This design comes from an exercise in tuning for small area on the open sky130 flow, not from production work. Function was checked by simulation only, so behaviour that the tests miss may differ from the original. Power figures rest on the tool's default switching activity, not on a simulated workload. No driver is modelled on the clock port, so clocking that relies on it looks cheaper here than on a real chip.

## run 1
==> flow/design.v (excerpt) <==
module tlc_driver_top (
	input  wire          clk,
	input  wire          rst_n,
	input  wire [719:0]  frame_in,
	input  wire          frame_req,
	output logic         frame_ack,
	output logic [3:0]   sin,
	output logic         sclk,
	output logic         xlat,
	output logic         blank,
	output logic         gsclk
);
For scale: roughly 2,500 cells after synthesis, roughly 890 flip-flops, roughly 730 I/O pins, about 31,000 um2 of cells after synthesis.
==> flow/config.mk <==
export PLATFORM = sky130hd
export DESIGN_NAME = tlc_driver_top
export DESIGN_NICKNAME = tlc_driver_top
export VERILOG_FILES = /design/flow/design.v
export SDC_FILE = /design/flow/constraint.sdc
export NUM_CORES = 4
export LEC_CHECK = 0
export CAP_MARGIN = 0
export CORE_MARGIN = 2
export CORE_UTILIZATION = 55
export SLEW_MARGIN = 0
==> flow/constraint.sdc <==
create_clock -name core_clock -period 8.0 [get_ports {clk}]
set_input_delay 1.6000 -clock core_clock [delete_from_list [all_inputs] [get_ports {clk}]]
set_output_delay 1.6000 -clock core_clock [all_outputs]
set_load 0.01 [all_outputs]
standard.sh (not shown) runs the stock make flow with config.mk's settings and CLKGATE_MAP_FILE= SYNTH_SCRIPT=/design/flow/synth_recipe.tcl, a recipe that flattens the netlist after the stock synthesis.
==> flow/flow/run.sh <==
#!/bin/bash
# Standard ORFS layout with two changes:
#  - port buffers use buf_1 instead of the default clkdlybuf4s50_1
#  - CTS: clkbuf_16 in larger sink clusters, no dummy loads
set -euo pipefail
export BUFFER_PORTS_ARGS="-buffer_cell sky130_fd_sc_hd__buf_1"
export CTS_ARGS="-sink_clustering_enable -repair_clock_nets -buf_list sky130_fd_sc_hd__clkbuf_8 -sink_clustering_size 16 -sink_clustering_max_diameter 80 -dont_use_dummy_load"
bash standard.sh > standard.log 2>&1
diff inputs: run 1 => run 2
==> flow/flow/run.sh <==
#!/bin/bash
# Standard ORFS layout with two changes:
#  - port buffers use buf_1 instead of the default clkdlybuf4s50_1
#  - CTS: clkbuf_16 in larger sink clusters, no dummy loads
set -euo pipefail
export BUFFER_PORTS_ARGS="-buffer_cell sky130_fd_sc_hd__buf_1"
export CTS_ARGS="-sink_clustering_enable -repair_clock_nets -buf_list {sky130_fd_sc_hd__clkbuf_8 sky130_fd_sc_hd__clkbuf_16} -sink_clustering_size 17 -sink_clustering_max_diameter 80 -dont_use_dummy_load"
bash standard.sh > standard.log 2>&1
## What came out
- Run 2 has less setup slack than run 1.
- Run 1 -> run 2: detailed-routed wire length on met2 decreased slightly
- On design area, the lower figure sits with run 1, not run 2.
- Class of the most critical setup path = reg -> out: run 1; class of the most critical setup path = reg -> reg: run 2
- On run 2: worst relative slew slack is 0.34 points lower than what run 1 gave.
Inputs modified between run 2 and run 3:
- changing CORE_UTILIZATION from 55 to 40
- changing CAP_MARGIN from 0 to 20
- changing SLEW_MARGIN from 0 to 20
==> flow/flow/run.sh <==
#!/bin/bash
# Standard ORFS layout with two changes:
#  - port buffers use buf_1 instead of the default clkdlybuf4s50_1
#  - CTS: clkbuf_16 in larger sink clusters, no dummy loads
set -euo pipefail
export BUFFER_PORTS_ARGS="-buffer_cell sky130_fd_sc_hd__buf_1"
export CTS_ARGS="-sink_clustering_enable -repair_clock_nets -buf_list sky130_fd_sc_hd__clkbuf_16 -sink_clustering_size 24 -sink_clustering_max_diameter 150 -dont_use_dummy_load"
bash standard.sh > standard.log 2>&1
Notes after the runs:
- Summary of run 3 over run 2: standard-cell row count has increased, clock insertion delay at the later pin of the skew report has decreased.
- From run 2 to run 3 the numbers moved as follows: final clock period utilization by the worst path +0.74 points, CTS H-tree depth about even, total power decreased 0.34 mW.
- Comparing run 2 against run 3, there is no change at all in mean instance size in the synthesized netlist.
- Delta (run 3 minus run 2): sum of net half-perimeters after detailed placement shows an increase of 5000 um, setup slack saw a decrease.
- Per the comparison of run 3 with run 2, wire length on met1 moved up; number of standard cells in the layout, taps in and fillers out now larger.

The RTL this note starts from:
==> flow/design.v <==
`timescale 1ns/1ps
`default_nettype none
module tlc_driver_top (
	input  wire          clk,
	input  wire          rst_n,
	input  wire [719:0]  frame_in,
	input  wire          frame_req,
	output logic         frame_ack,
	output logic [3:0]   sin,
	output logic         sclk,
	output logic         xlat,
	output logic         blank,
	output logic         gsclk
);
	logic         store, hold;
	logic         ack_n;           
	logic         valid;           
	logic [719:0] frame;           
	assign store = frame_req & ~frame_ack;
	assign hold  = ~frame_req | ~ack_n;
	always_ff @(posedge clk or negedge rst_n) begin
		if (!rst_n) begin
			frame_ack <= 1'b0;
			ack_n     <= 1'b1;
			valid     <= 1'b0;
		end else begin
			frame_ack <= frame_req;
			ack_n     <= ~frame_req;
			valid     <= valid | store;
		end
	end
	always_ff @(posedge clk)
		frame <= (frame_in & {720{store}}) | (frame & {720{hold}});
	logic [2:0] r;        
	logic [2:0] s;        
	logic [5:0] k;        
	logic       tail;     
	logic       first;    
	logic [2:0] cup;
	logic       ld;       
	assign ld = tail & (r == 3'd6);
	always_ff @(posedge clk or negedge rst_n) begin
		if (!rst_n) begin
			r     <= 3'd6;
			s     <= 3'd6;
			k     <= 6'd0;
			tail  <= 1'b1;
			first <= 1'b1;
			cup   <= 3'd0;
		end else begin
			r <= r + 3'd1;
			if (r == 3'd7)
				tail <= (s == 3'd6);
			if (r == 3'd6) begin
				if (s == 3'd6) begin
					s <= 3'd5;
					k <= 6'd11;
				end else if (k == 6'd0) begin
					s <= (s == 3'd0) ? 3'd6 : s - 3'd1;
					k <= 6'd35;
				end else begin
					k <= k - 6'd1;
				end
			end
			if (tail && r == 3'd5) begin
				first <= 1'b0;
				cup   <= (cup == 3'd4) ? 3'd0 : cup + 3'd1;
			end
		end
	end
	logic [35:0] shadow [4];
	logic [4:0]  sel;
	logic        keep;
	always_comb
		for (int c = 0; c < 5; c++)
			sel[c] = ld & valid & (cup == 3'(c));
	assign keep = ~ld;
	always_ff @(posedge clk)
		for (int l = 0; l < 4; l++) begin
			logic [35:0] nxt;
			nxt = shadow[l] & {36{keep}};
			for (int c = 0; c < 5; c++)
				nxt = nxt | (frame[(3-l)*180 + c*36 +: 36] & {36{sel[c]}});
			shadow[l] <= nxt;
		end
	logic win;
	assign win = (s == cup);
	always_ff @(posedge clk or negedge rst_n) begin
		if (!rst_n)
			sin <= 4'd0;
		else if (r == 3'd7 && s != 3'd6)
			for (int l = 0; l < 4; l++)
				sin[l] <= win & shadow[l][k];
	end
	assign sclk  = r[2] & ~tail;
	assign blank = first | (tail & (r != 3'd0) & (r <= 3'd5));
	assign xlat  = tail & (r >= 3'd2) & (r <= 3'd4);
	assign gsclk = ~first & ~r[1] & (~tail | (r == 3'd0));
endmodule
`default_nettype wire
clock: 8.0 ns
lec_check: 0
cap_margin: 0
core_margin: 2
core_utilization: 55
slew_margin: 0
==> flow/flow/run.sh <==
#!/bin/bash
# Standard ORFS layout with two changes:
#  - port buffers use buf_1 instead of the default clkdlybuf4s50_1
#  - CTS: clkbuf_16 in larger sink clusters, no dummy loads
set -euo pipefail
export BUFFER_PORTS_ARGS="-buffer_cell sky130_fd_sc_hd__buf_1"
export CTS_ARGS="-sink_clustering_enable -repair_clock_nets -buf_list sky130_fd_sc_hd__clkbuf_8 -root_buf sky130_fd_sc_hd__clkbuf_16 -sink_clustering_size 20 -sink_clustering_max_diameter 60 -dont_use_dummy_load"
bash standard.sh > standard.log 2>&1
The baseline finished with timing, DRC and antenna clean.
Edit:
==> flow/flow/run.sh (replaced) <==
#!/bin/bash
# Standard ORFS layout with two changes:
#  - port buffers use buf_1 instead of the default clkdlybuf4s50_1
#  - CTS: clkbuf_16 in larger sink clusters, no dummy loads
set -euo pipefail
export BUFFER_PORTS_ARGS="-buffer_cell sky130_fd_sc_hd__buf_1"
export CTS_ARGS="-sink_clustering_enable -repair_clock_nets -buf_list sky130_fd_sc_hd__clkbuf_16 -sink_clustering_size 30 -sink_clustering_max_diameter 200 -dont_use_dummy_load"
bash standard.sh > standard.log 2>&1
CAP_MARGIN = 20   (was 0)
CORE_UTILIZATION = 70   (was 55)
SLEW_MARGIN = 20   (was 0)
=> Core utilization rose by 17 points. Setup slack is worse by 0.11 ns. Total power rose by 1.5%. Count of clock-buffer cells in the layout fell by 19. Non-clock buffer count rose by 2. Global-route usage rose by 7.8 points. Area after synthesis is unchanged. Register-to-register slack is worse by 0.11 ns. Via count rose by 3.3%. Clock skew fell by 0.0061 ns. Clock power rose by about 5%.
Edit:
==> flow/flow/run.sh (replaced) <==
#!/bin/bash
# Standard ORFS layout with two changes:
#  - port buffers use buf_1 instead of the default clkdlybuf4s50_1
#  - CTS uses clkbuf_8 with no dummy loads
set -euo pipefail
export BUFFER_PORTS_ARGS="-buffer_cell sky130_fd_sc_hd__buf_1"
export CTS_ARGS="-sink_clustering_enable -repair_clock_nets -buf_list sky130_fd_sc_hd__clkbuf_8 -dont_use_dummy_load"
bash standard.sh > standard.log 2>&1
CORE_UTILIZATION = 40   (was 70)
Result: Sequential share of layout area decreases by 2.4 points; clock-buffer cell count increases by 114; first-iteration DRC count decreases by 30%; combinational power increases by about 0.9%; synthesized cell count stays the same.
Edit:
==> flow/flow/run.sh (replaced) <==
#!/bin/bash
# Standard ORFS layout with two changes:
#  - port buffers use buf_1 instead of the default clkdlybuf4s50_1
#  - CTS: clkbuf_16 in larger sink clusters, no dummy loads
set -euo pipefail
export BUFFER_PORTS_ARGS="-buffer_cell sky130_fd_sc_hd__buf_1"
export CTS_ARGS="-sink_clustering_enable -repair_clock_nets -buf_list sky130_fd_sc_hd__clkbuf_8 -sink_clustering_size 18 -sink_clustering_max_diameter 60 -dont_use_dummy_load"
bash standard.sh > standard.log 2>&1
CAP_MARGIN = 0   (was 20)
CORE_UTILIZATION = 55   (was 40)
SLEW_MARGIN = 0   (was 20)
Utilization rose by 15 points. Cell count decreases by a little under a tenth. Non-clock buffer count shrinks by 8. Fmax is about the same.
Edit:
==> flow/flow/run.sh (replaced) <==
#!/bin/bash
# Standard ORFS layout with two changes:
#  - port buffers use buf_1 instead of the default clkdlybuf4s50_1
#  - CTS: clkbuf_16 in larger sink clusters, no dummy loads
set -euo pipefail
export BUFFER_PORTS_ARGS="-buffer_cell sky130_fd_sc_hd__buf_1"
export CTS_ARGS="-sink_clustering_enable -repair_clock_nets -buf_list sky130_fd_sc_hd__clkbuf_16 -sink_clustering_size 28 -sink_clustering_max_diameter 120 -dont_use_dummy_load"
bash standard.sh > standard.log 2>&1
CAP_MARGIN = 20   (was 0)
SLEW_MARGIN = 20   (was 0)
- setup slack improved by 0.038 ns
- power came out higher by 2.5%
- routed wire length fell by 0.37%
- cell count is about the same

==> separate check: timing with driven ports <==
No port has a modelled driver above. Below, the same layouts with a new extraction and two added sets of constraints. Step 1 (the two cells are an assumption about what drives the block):
set clk [get_ports {clk}]
set_driving_cell -lib_cell sky130_fd_sc_hd__clkbuf_16 $clk
set_driving_cell -lib_cell sky130_fd_sc_hd__buf_2 [delete_from_list [all_inputs] $clk]
Step 2 adds t to the input delays and takes it off the output delays; t is the mean of the earliest and latest rising clock arrival at the registers after step 1. Input paths then give back, and output paths get back, about the clock's delay inside the block. Three values: ideal, step 1, step 2; two values: the first two.
run | t (ns) | setup slack, ns | pins driven straight from the clock port
run 1 | 0.767 | 4.143 / 4.080 / 4.037 | 1
run 2 | 0.688 | 4.135 / 4.135 / 4.028 | 1
run 3 | 0.655 | 4.076 / 4.076 / 3.903 | 1
the first run of note 2 | 0.643 | 4.179 / 4.179 / 4.010 | 1
the second run of note 2 | 0.639 | 4.067 / 4.067 / 4.020 | 1
the third run of note 2 | 0.806 | 4.143 / 4.112 / 3.924 | 1
the fourth run of note 2 | 0.762 | 4.145 / 4.084 / 4.018 | 1
the fifth run of note 2 | 0.658 | 4.183 / 4.183 / 3.985 | 1
After both steps every run listed still meets setup and hold. The setup slack of the third run of note 2, which loses most, moves by -0.031 ns with the drivers and by -0.219 ns with both steps.
